Source: an optimization exercise on an open RTL-to-GDS flow (aim: small area and a short achievable clock period). Production flows keep margins and buffers that such runs may drop. Where RTL was checked, it was by simulation tests only, not by an equivalence proof against the original. Power figures rest on the tool's default switching activity, not on a simulated workload.

==> job 3803: inputs <==
==> flow/design.v <==
module apb_ram_strb #(
  parameter int unsigned ADDR_WIDTH  = 10,
  parameter int unsigned DATA_WIDTH  = 32,
  parameter int unsigned RAM_DEPTH   = 128,
  parameter int unsigned WAIT_CYCLES = 0,
  parameter int unsigned RO_BASE     = 96
) (
  input  logic                      pclk,
  input  logic                      presetn,
  input  logic                      psel,
  input  logic                      penable,
  input  logic                      pwrite,
  input  logic [ADDR_WIDTH-1:0]     paddr,
  input  logic [DATA_WIDTH-1:0]     pwdata,
  input  logic [DATA_WIDTH/8-1:0]   pstrb,
  output logic [DATA_WIDTH-1:0]     prdata,
  output logic                      pready,
  output logic                      pslverr
);
  logic        acc_q;                 
  logic        pready_q;              
  logic        pslverr_q;
  logic [31:0] prdata_q;
  logic [7:0]  hi_q;                  
  logic [7:0]  mid_q;                 
  logic        b_q;                   
  logic        oor_q;                 
  logic        write_q;
  logic [31:0] wdata_q;
  logic [3:0]  strb_q;
  logic        c1_q;
  logic [3:0]  act_q;
  logic [3:0]  nact_q;
  logic        ph_q;
  wire idle    = ~acc_q & ~pready_q;
  wire perform = acc_q & psel & penable;
  wire commit  = perform & write_q & ~oor_q & ~presetn;
  always_ff @(posedge pclk) begin
    if (idle) begin
      hi_q    <= 8'd1 << paddr[8:6];
      mid_q   <= 8'd1 << paddr[5:3];
      b_q     <= paddr[2];
      oor_q   <= paddr[9];
      write_q <= pwrite;
      wdata_q <= pwdata;
      strb_q  <= pstrb;
    end
  end
  always_ff @(posedge pclk) begin
    if (presetn) begin
      acc_q     <= 1'b0;
      pready_q  <= 1'b0;
      pslverr_q <= 1'b0;
    end else begin
      acc_q     <= idle & psel & ~penable;
      pready_q  <= perform;
      pslverr_q <= perform & oor_q;
    end
  end
  always_ff @(posedge pclk) begin
    ph_q   <= ~ph_q;
    c1_q   <= commit;
    act_q  <=   commit ? strb_q  : (c1_q ? act_q  : 4'h0);
    nact_q <= ~(commit ? strb_q  : (c1_q ? act_q  : 4'h0));
  end
  wire pos = b_q ^ ph_q;              
  logic [63:0]  pl;                   
  logic [63:0]  selx, sely;           
  logic [31:0]  wdg;                  
  logic [31:0]  memx [64];
  logic [31:0]  memy [64];
  logic [31:0]  rd_word;
  assign wdg = wdata_q & {{8{act_q[3]}}, {8{act_q[2]}}, {8{act_q[1]}}, {8{act_q[0]}}};
  generate
    for (genvar p = 0; p < 64; p++) begin : g_pair
      assign pl[p]   = hi_q[p / 8] & mid_q[p % 8];
      assign selx[p] = pl[p] & ~pos;
      assign sely[p] = pl[p] & pos;
      logic [3:0] nwe;
      assign nwe = {4{~sely[p]}} | nact_q;
      always_ff @(posedge pclk) begin
        memy[p] <= memx[p];
        memx[p] <= (memy[p] & {{8{nwe[3]}}, {8{nwe[2]}}, {8{nwe[1]}}, {8{nwe[0]}}})
                 | (wdg & {32{sely[p]}});
      end
    end
  endgenerate
  always_comb begin
    rd_word = '0;
    for (int p = 0; p < 64; p++)
      rd_word = rd_word | (memx[p] & {32{selx[p]}}) | (memy[p] & {32{sely[p]}});
  end
  wire rd_load = perform & ~write_q & ~oor_q;
  wire rd_clr  = perform & oor_q;
  always_ff @(posedge pclk) begin
    if (presetn || rd_clr) prdata_q <= '0;
    else if (rd_load)      prdata_q <= rd_word;
  end
  assign prdata  = prdata_q;
  assign pready  = pready_q;
  assign pslverr = pslverr_q;
endmodule
==> flow/run.sh <==
#!/bin/bash
# synth_recipe.tcl (not shown) runs the flow's synth.tcl, then flattens the netlist and writes it again
# the make line also repeats each setting of config.mk as NAME=value (left out here)
make -C /OpenROAD-flow-scripts/flow DESIGN_CONFIG=/design/flow/config.mk WORK_HOME=/design/flow/orfs CLKGATE_MAP_FILE= SYNTH_SCRIPT=/design/flow/synth_recipe.tcl finish
==> flow/config.mk <==
export PLATFORM = sky130hd
export DESIGN_NAME = apb_ram_strb
export DESIGN_NICKNAME = apb_ram_strb
export VERILOG_FILES = /design/flow/design.v
export SDC_FILE = /design/flow/constraint.sdc
export NUM_CORES = 4
export LEC_CHECK = 0
export CAP_MARGIN = 20
export CORE_MARGIN = 2
export CORE_UTILIZATION = 50
export CTS_CLUSTER_DIAMETER = 80
export CTS_CLUSTER_SIZE = 30
export SETUP_SLACK_MARGIN = 1.8
export SLEW_MARGIN = 20
==> flow/constraint.sdc <==
create_clock -name core_clock -period 4.5 [get_ports {pclk}]
set_input_delay 0.9000 -clock core_clock [delete_from_list [all_inputs] [get_ports {pclk}]]
set_output_delay 0.9000 -clock core_clock [all_outputs]
set_load 0.01 [all_outputs]
==> job 9539 (differences from job 3803) <==
--- a/flow/design.v
+++ b/flow/design.v
@@ -19,2 +19,3 @@
 );
+  logic        idle_q;                
   logic        acc_q;                 
@@ -23,5 +24,3 @@
   logic [31:0] prdata_q;
-  logic [7:0]  hi_q;                  
-  logic [7:0]  mid_q;                 
-  logic        b_q;                   
+  logic [63:0] pl_q;                  
   logic        oor_q;                 
@@ -30,7 +29,9 @@
   logic [3:0]  strb_q;
+  logic        ph_q;
+  logic        pos_q;
   logic        c1_q;
   logic [3:0]  act_q;
-  logic [3:0]  nact_q;
-  logic        ph_q;
-  wire idle    = ~acc_q & ~pready_q;
+  logic [3:0]  pa_q;
+  logic [31:0] wdp_q;
+  wire setup   = idle_q & psel & ~penable;
   wire perform = acc_q & psel & penable;
@@ -38,6 +39,4 @@
   always_ff @(posedge pclk) begin
-    if (idle) begin
-      hi_q    <= 8'd1 << paddr[8:6];
-      mid_q   <= 8'd1 << paddr[5:3];
-      b_q     <= paddr[2];
+    if (idle_q) begin
+      pl_q    <= 64'd1 << paddr[8:3];
       oor_q   <= paddr[9];
@@ -50,2 +49,3 @@
     if (presetn) begin
+      idle_q    <= 1'b1;
       acc_q     <= 1'b0;
@@ -54,3 +54,4 @@
     end else begin
-      acc_q     <= idle & psel & ~penable;
+      idle_q    <= ~setup & ~perform;
+      acc_q     <= setup;
       pready_q  <= perform;
@@ -59,23 +60,23 @@
   end
+  logic [3:0] act_d;
+  logic       pos_d;
+  assign act_d = commit ? strb_q : (c1_q ? act_q : 4'h0);
+  assign pos_d = idle_q ? ~(paddr[2] ^ ph_q) : ~pos_q;
   always_ff @(posedge pclk) begin
-    ph_q   <= ~ph_q;
-    c1_q   <= commit;
-    act_q  <=   commit ? strb_q  : (c1_q ? act_q  : 4'h0);
-    nact_q <= ~(commit ? strb_q  : (c1_q ? act_q  : 4'h0));
+    ph_q  <= ~ph_q;
+    pos_q <= pos_d;
+    c1_q  <= commit;
+    act_q <= act_d;
+    pa_q  <= act_d & {4{pos_d}};
+    wdp_q <= wdata_q & {{8{act_d[3]}}, {8{act_d[2]}}, {8{act_d[1]}}, {8{act_d[0]}}}
+                     & {32{pos_d}};
   end
-  wire pos = b_q ^ ph_q;              
-  logic [63:0]  pl;                   
-  logic [63:0]  selx, sely;           
-  logic [31:0]  wdg;                  
   logic [31:0]  memx [64];
   logic [31:0]  memy [64];
+  logic [31:0]  rdx, rdy;
   logic [31:0]  rd_word;
-  assign wdg = wdata_q & {{8{act_q[3]}}, {8{act_q[2]}}, {8{act_q[1]}}, {8{act_q[0]}}};
   generate
     for (genvar p = 0; p < 64; p++) begin : g_pair
-      assign pl[p]   = hi_q[p / 8] & mid_q[p % 8];
-      assign selx[p] = pl[p] & ~pos;
-      assign sely[p] = pl[p] & pos;
       logic [3:0] nwe;
-      assign nwe = {4{~sely[p]}} | nact_q;
+      assign nwe = ~({4{pl_q[p]}} & pa_q);
       always_ff @(posedge pclk) begin
@@ -83,3 +84,3 @@
         memx[p] <= (memy[p] & {{8{nwe[3]}}, {8{nwe[2]}}, {8{nwe[1]}}, {8{nwe[0]}}})
-                 | (wdg & {32{sely[p]}});
+                 | (wdp_q & {32{pl_q[p]}});
       end
@@ -88,6 +89,10 @@
   always_comb begin
-    rd_word = '0;
-    for (int p = 0; p < 64; p++)
-      rd_word = rd_word | (memx[p] & {32{selx[p]}}) | (memy[p] & {32{sely[p]}});
+    rdx = '0;
+    rdy = '0;
+    for (int p = 0; p < 64; p++) begin
+      rdx = rdx | (memx[p] & {32{pl_q[p]}});
+      rdy = rdy | (memy[p] & {32{pl_q[p]}});
+    end
   end
+  assign rd_word = pos_q ? rdy : rdx;
   wire rd_load = perform & ~write_q & ~oor_q;
==> flow/flow/run.sh (new file) <==
#!/bin/bash
set -o pipefail
bash standard.sh finish \
  "BUFFER_PORTS_ARGS=-buffer_cell sky130_fd_sc_hd__buf_4" \
  MATCH_CELL_FOOTPRINT=0 > flow_make.log 2>&1
==> flow/standard.sh (new file) <==
#!/bin/bash
# synth_recipe.tcl (not shown) runs the flow's synth.tcl, then flattens the netlist and writes it again
# the make line also repeats each setting of config.mk as NAME=value (left out here)
make -C /OpenROAD-flow-scripts/flow DESIGN_CONFIG=/design/flow/config.mk WORK_HOME=/design/flow/orfs CLKGATE_MAP_FILE= SYNTH_SCRIPT=/design/flow/synth_recipe.tcl "${@:-finish}"
CORE_UTILIZATION = 40   (was 50)
CTS_CLUSTER_SIZE = 25   (was 30)
PLACE_DENSITY = 0.5   (was not set)
SETUP_SLACK_MARGIN = 2.2   (was 1.8)
TNS_END_PERCENT = 30   (was not set)
removed: flow/run.sh
==> job 9166 (differences from job 3803) <==
==> flow/design.v (replaced) <==
module apb_ram_strb #(
  parameter int unsigned ADDR_WIDTH  = 10,
  parameter int unsigned DATA_WIDTH  = 32,
  parameter int unsigned RAM_DEPTH   = 128,
  parameter int unsigned WAIT_CYCLES = 0,
  parameter int unsigned RO_BASE     = 96
) (
  input  logic                      pclk,
  input  logic                      presetn,
  input  logic                      psel,
  input  logic                      penable,
  input  logic                      pwrite,
  input  logic [ADDR_WIDTH-1:0]     paddr,
  input  logic [DATA_WIDTH-1:0]     pwdata,
  input  logic [DATA_WIDTH/8-1:0]   pstrb,
  output logic [DATA_WIDTH-1:0]     prdata,
  output logic                      pready,
  output logic                      pslverr
);
  localparam int NR = 43;             
  localparam int NG = 6;              
  logic        idle_q;                
  logic        acc_q;                 
  logic        pready_q;              
  logic        pslverr_q;
  logic [31:0] prdata_q;
  logic [NR-1:0] rl_q;                
  logic [NG-1:0] grp_q;               
  logic          oor_q;               
  logic          write_q;
  logic [31:0]   wdata_q;
  logic [3:0]    strb_q;
  logic [1:0]  ph_q;
  logic [2:0]  pos_q;
  logic        c1_q;
  logic [3:0]  act_q;
  logic [3:0]  pag_q [NG];
  logic [31:0] wdp_q;
  wire setup   = idle_q & psel & ~penable;
  wire perform = acc_q & psel & penable;
  wire commit  = perform & write_q & ~oor_q & ~presetn;
  wire [6:0] widx = paddr[8:2];
  logic [NR-1:0] ring_l;
  logic [NG-1:0] grp_l;
  logic [1:0]    sub_l;
  always_comb begin
    ring_l = '0;
    grp_l  = '0;
    sub_l  = 2'd0;
    for (int i = 0; i < 128; i++) begin
      if (widx == 7'(i)) begin
        ring_l[i / 3]     = 1'b1;
        grp_l[i / 24]     = 1'b1;
        sub_l             = 2'(i % 3);
      end
    end
  end
  always_ff @(posedge pclk) begin
    if (idle_q) begin
      rl_q    <= ring_l;
      grp_q   <= grp_l;
      oor_q   <= paddr[9];
      write_q <= pwrite;
      wdata_q <= pwdata;
      strb_q  <= pstrb;
    end
  end
  always_ff @(posedge pclk) begin
    if (presetn) begin
      idle_q    <= 1'b1;
      acc_q     <= 1'b0;
      pready_q  <= 1'b0;
      pslverr_q <= 1'b0;
    end else begin
      idle_q    <= ~setup & ~perform;
      acc_q     <= setup;
      pready_q  <= perform;
      pslverr_q <= perform & oor_q;
    end
  end
  logic [1:0] nslot;
  always_comb begin
    case ({sub_l, ph_q})
      4'b00_00, 4'b01_10, 4'b10_01: nslot = 2'd1;
      4'b00_01, 4'b01_00, 4'b10_10: nslot = 2'd2;
      default:                      nslot = 2'd0;
    endcase
  end
  logic [3:0] act_d;
  logic [2:0] pos_r;                  
  logic [2:0] pos_d;
  assign act_d = commit ? strb_q : (c1_q ? act_q : 4'h0);
  assign pos_r = {pos_q[1:0], pos_q[2]};
  assign pos_d = idle_q ? (3'd1 << nslot) : pos_r;
  always_ff @(posedge pclk) begin
    ph_q  <= (ph_q == 2'd2) ? 2'd0 : ph_q + 2'd1;
    pos_q <= pos_d;
    c1_q  <= commit;
    act_q <= act_d;
    for (int g = 0; g < NG; g++) pag_q[g] <= act_d & {4{pos_r[2] & grp_q[g]}};
    wdp_q <= wdata_q & {{8{act_d[3]}}, {8{act_d[2]}}, {8{act_d[1]}}, {8{act_d[0]}}}
                     & {32{pos_r[2]}};
  end
  wire  [3:0]  pal = {4{commit & pos_q[2]}} & strb_q;
  wire  [31:0] wdl = wdata_q & {{8{pal[3]}}, {8{pal[2]}}, {8{pal[1]}}, {8{pal[0]}}};
  wire  [31:0] wde = wdp_q | wdl;
  logic [31:0]  m0 [NR];
  logic [31:0]  m1 [NR];
  logic [31:0]  m2 [NR];
  logic [31:0]  t0, t1, t2;
  generate
    for (genvar r = 0; r < NR; r++) begin : g_ring
      logic [3:0] nwe;
      assign nwe = ~({4{rl_q[r]}} & (pag_q[r / 8] | pal));
      always_ff @(posedge pclk) begin
        m1[r] <= m0[r];
        m2[r] <= m1[r];
        m0[r] <= (m2[r] & {{8{nwe[3]}}, {8{nwe[2]}}, {8{nwe[1]}}, {8{nwe[0]}}})
               | (wde & {32{rl_q[r]}});
      end
    end
  endgenerate
  always_comb begin
    t0 = '0;
    t1 = '0;
    t2 = '0;
    for (int r = 0; r < NR; r++) begin
      t0 = t0 | (m0[r] & {32{rl_q[r]}});
      t1 = t1 | (m1[r] & {32{rl_q[r]}});
      t2 = t2 | (m2[r] & {32{rl_q[r]}});
    end
  end
  wire rd_load = perform & ~write_q & ~oor_q & ~presetn;
  wire rd_hold = ~presetn & ~(perform & (oor_q | ~write_q));
  wire ld0     = rd_load & pos_q[0];
  wire ld1     = rd_load & pos_q[1];
  wire ld2     = rd_load & pos_q[2];
  always_ff @(posedge pclk)
    prdata_q <= (t0 & {32{ld0}}) | (t1 & {32{ld1}}) | (t2 & {32{ld2}})
              | (prdata_q & {32{rd_hold}});
  assign prdata  = prdata_q;
  assign pready  = pready_q;
  assign pslverr = pslverr_q;
endmodule
CORE_UTILIZATION = 40   (was 50)
CTS_CLUSTER_SIZE = 28   (was 30)
PLACE_DENSITY = 0.58   (was not set)
SETUP_SLACK_MARGIN = 2.0   (was 1.8)
==> qor summary <==
Outcome: job 3803 aborted with a tool error; job 9166 timing/DRC/antenna clean; job 9539 timing/DRC/antenna clean
Last stage reached: job 3803 global routing (5_1_grt); job 9166 -; job 9539 -
Number of distinct library cells after synthesis: job 3803 60; job 9166 73; job 9539 36
Clk sink count: job 3803 4196; job 9166 4317; job 9539 4277
Vias: job 3803 -; job 9166 92000; job 9539 111000
Power Total: job 3803 -; job 9166 60.7 mW; job 9539 64.3 mW
Clock tree skew after final layout: job 3803 -; job 9166 52.9 ps; job 9539 91.0 ps
Clock buffers: job 3803 -; job 9166 199; job 9539 248
Worst Setup End Kind: job 3803 -; job 9166 flip-flop; job 9539 flip-flop
Post-route non-filler standard cell count: job 3803 -; job 9166 13900; job 9539 15200
Standard cell core area: job 3803 -; job 9166 0.314 sq mm; job 9539 0.325 sq mm
Endpoint of the most critical register-to-register path: job 3803 -; job 9166 prdata_q[1]; job 9539 memx[34][17]
Final worst setup slack: job 3803 -; job 9166 1870 ps; job 9539 1700 ps
Number of tap cells added at floorplan: job 3803 -; job 9166 4160; job 9539 4325
Longest individual stage delay on the worst path: job 3803 -; job 9166 550 ps; job 9539 880 ps
IR drop worst, VDD: job 3803 -; job 9166 0.291 mV; job 9539 0.305 mV
Starting utilization of the core area: job 3803 0.504; job 9166 0.401; job 9539 0.403
Share of the synthesized area in the top cell type: job 3803 0.626; job 9166 0.671; job 9539 0.640
Area of the multi-input gates: job 3803 -; job 9166 0.0359 sq mm; job 9539 0.0424 sq mm
Maximum clock insertion buffer count: job 3803 3; job 9166 4; job 9539 4
Area share of xor/xnor cells in the synthesized design: job 3803 0.000189; job 9166 0.000694; job 9539 0.0000670
Fill count: job 3803 -; job 9166 28500; job 9539 28700
Relative area of non-clock buffer cells in the final design: job 3803 -; job 9166 0.0428; job 9539 0.0842
Worst-skew pair later-pin latency: job 3803 -; job 9166 930 ps; job 9539 990 ps
Routability congestion estimate: job 3803 1.20; job 9166 0.939; job 9539 0.936
Origin of the critical flop-to-flop path: job 3803 -; job 9166 rl_q[39]; job 9539 pa_q[2]
Worst hold slack after final layout: job 3803 -; job 9166 321 ps; job 9539 90.8 ps
Only the layout flow was run in job 3803 and job 9539; the RTL was not checked for function there.

[afterwards: timing with drivers on the ports]
In the flow no input, the clock included, has a driving cell. The finished layouts below were timed again as built, in two steps. Step 1 (the two cells are an assumption about what drives the block):
set clk [get_ports {pclk}]
set_driving_cell -lib_cell sky130_fd_sc_hd__clkbuf_16 $clk
set_driving_cell -lib_cell sky130_fd_sc_hd__buf_2 [delete_from_list [all_inputs] $clk]
Step 2 times the ports against the registers' clock, not the clock port: input delays grow and output delays shrink by t, the midpoint of the rising clock arrivals with the driver on. Three values: ideal, step 1, step 2; two values: the first two.
run | t (ns) | slack for setup (ns) | worst hold slack (ns) | slew at the worst register clock pin (ns) | worst data-port slew with drivers (ns) | cell pins on the clock port's net
job 9539 | 1.065 | 1.701 / 1.701 / 1.395 | 0.091 / -0.006 / 0.304 | 0.11 / 0.11 | 0.12 | 1
job 9166 | 1.010 | 1.874 / 1.874 / 1.170 | 0.321 / 0.321 / 0.321 | 0.12 / 0.12 | 0.04 | 1
After both steps setup and hold are still met in every run listed. The setup slack of job 9166, which loses most, moves by 0.000 ns with the drivers and by -0.704 ns with both steps.
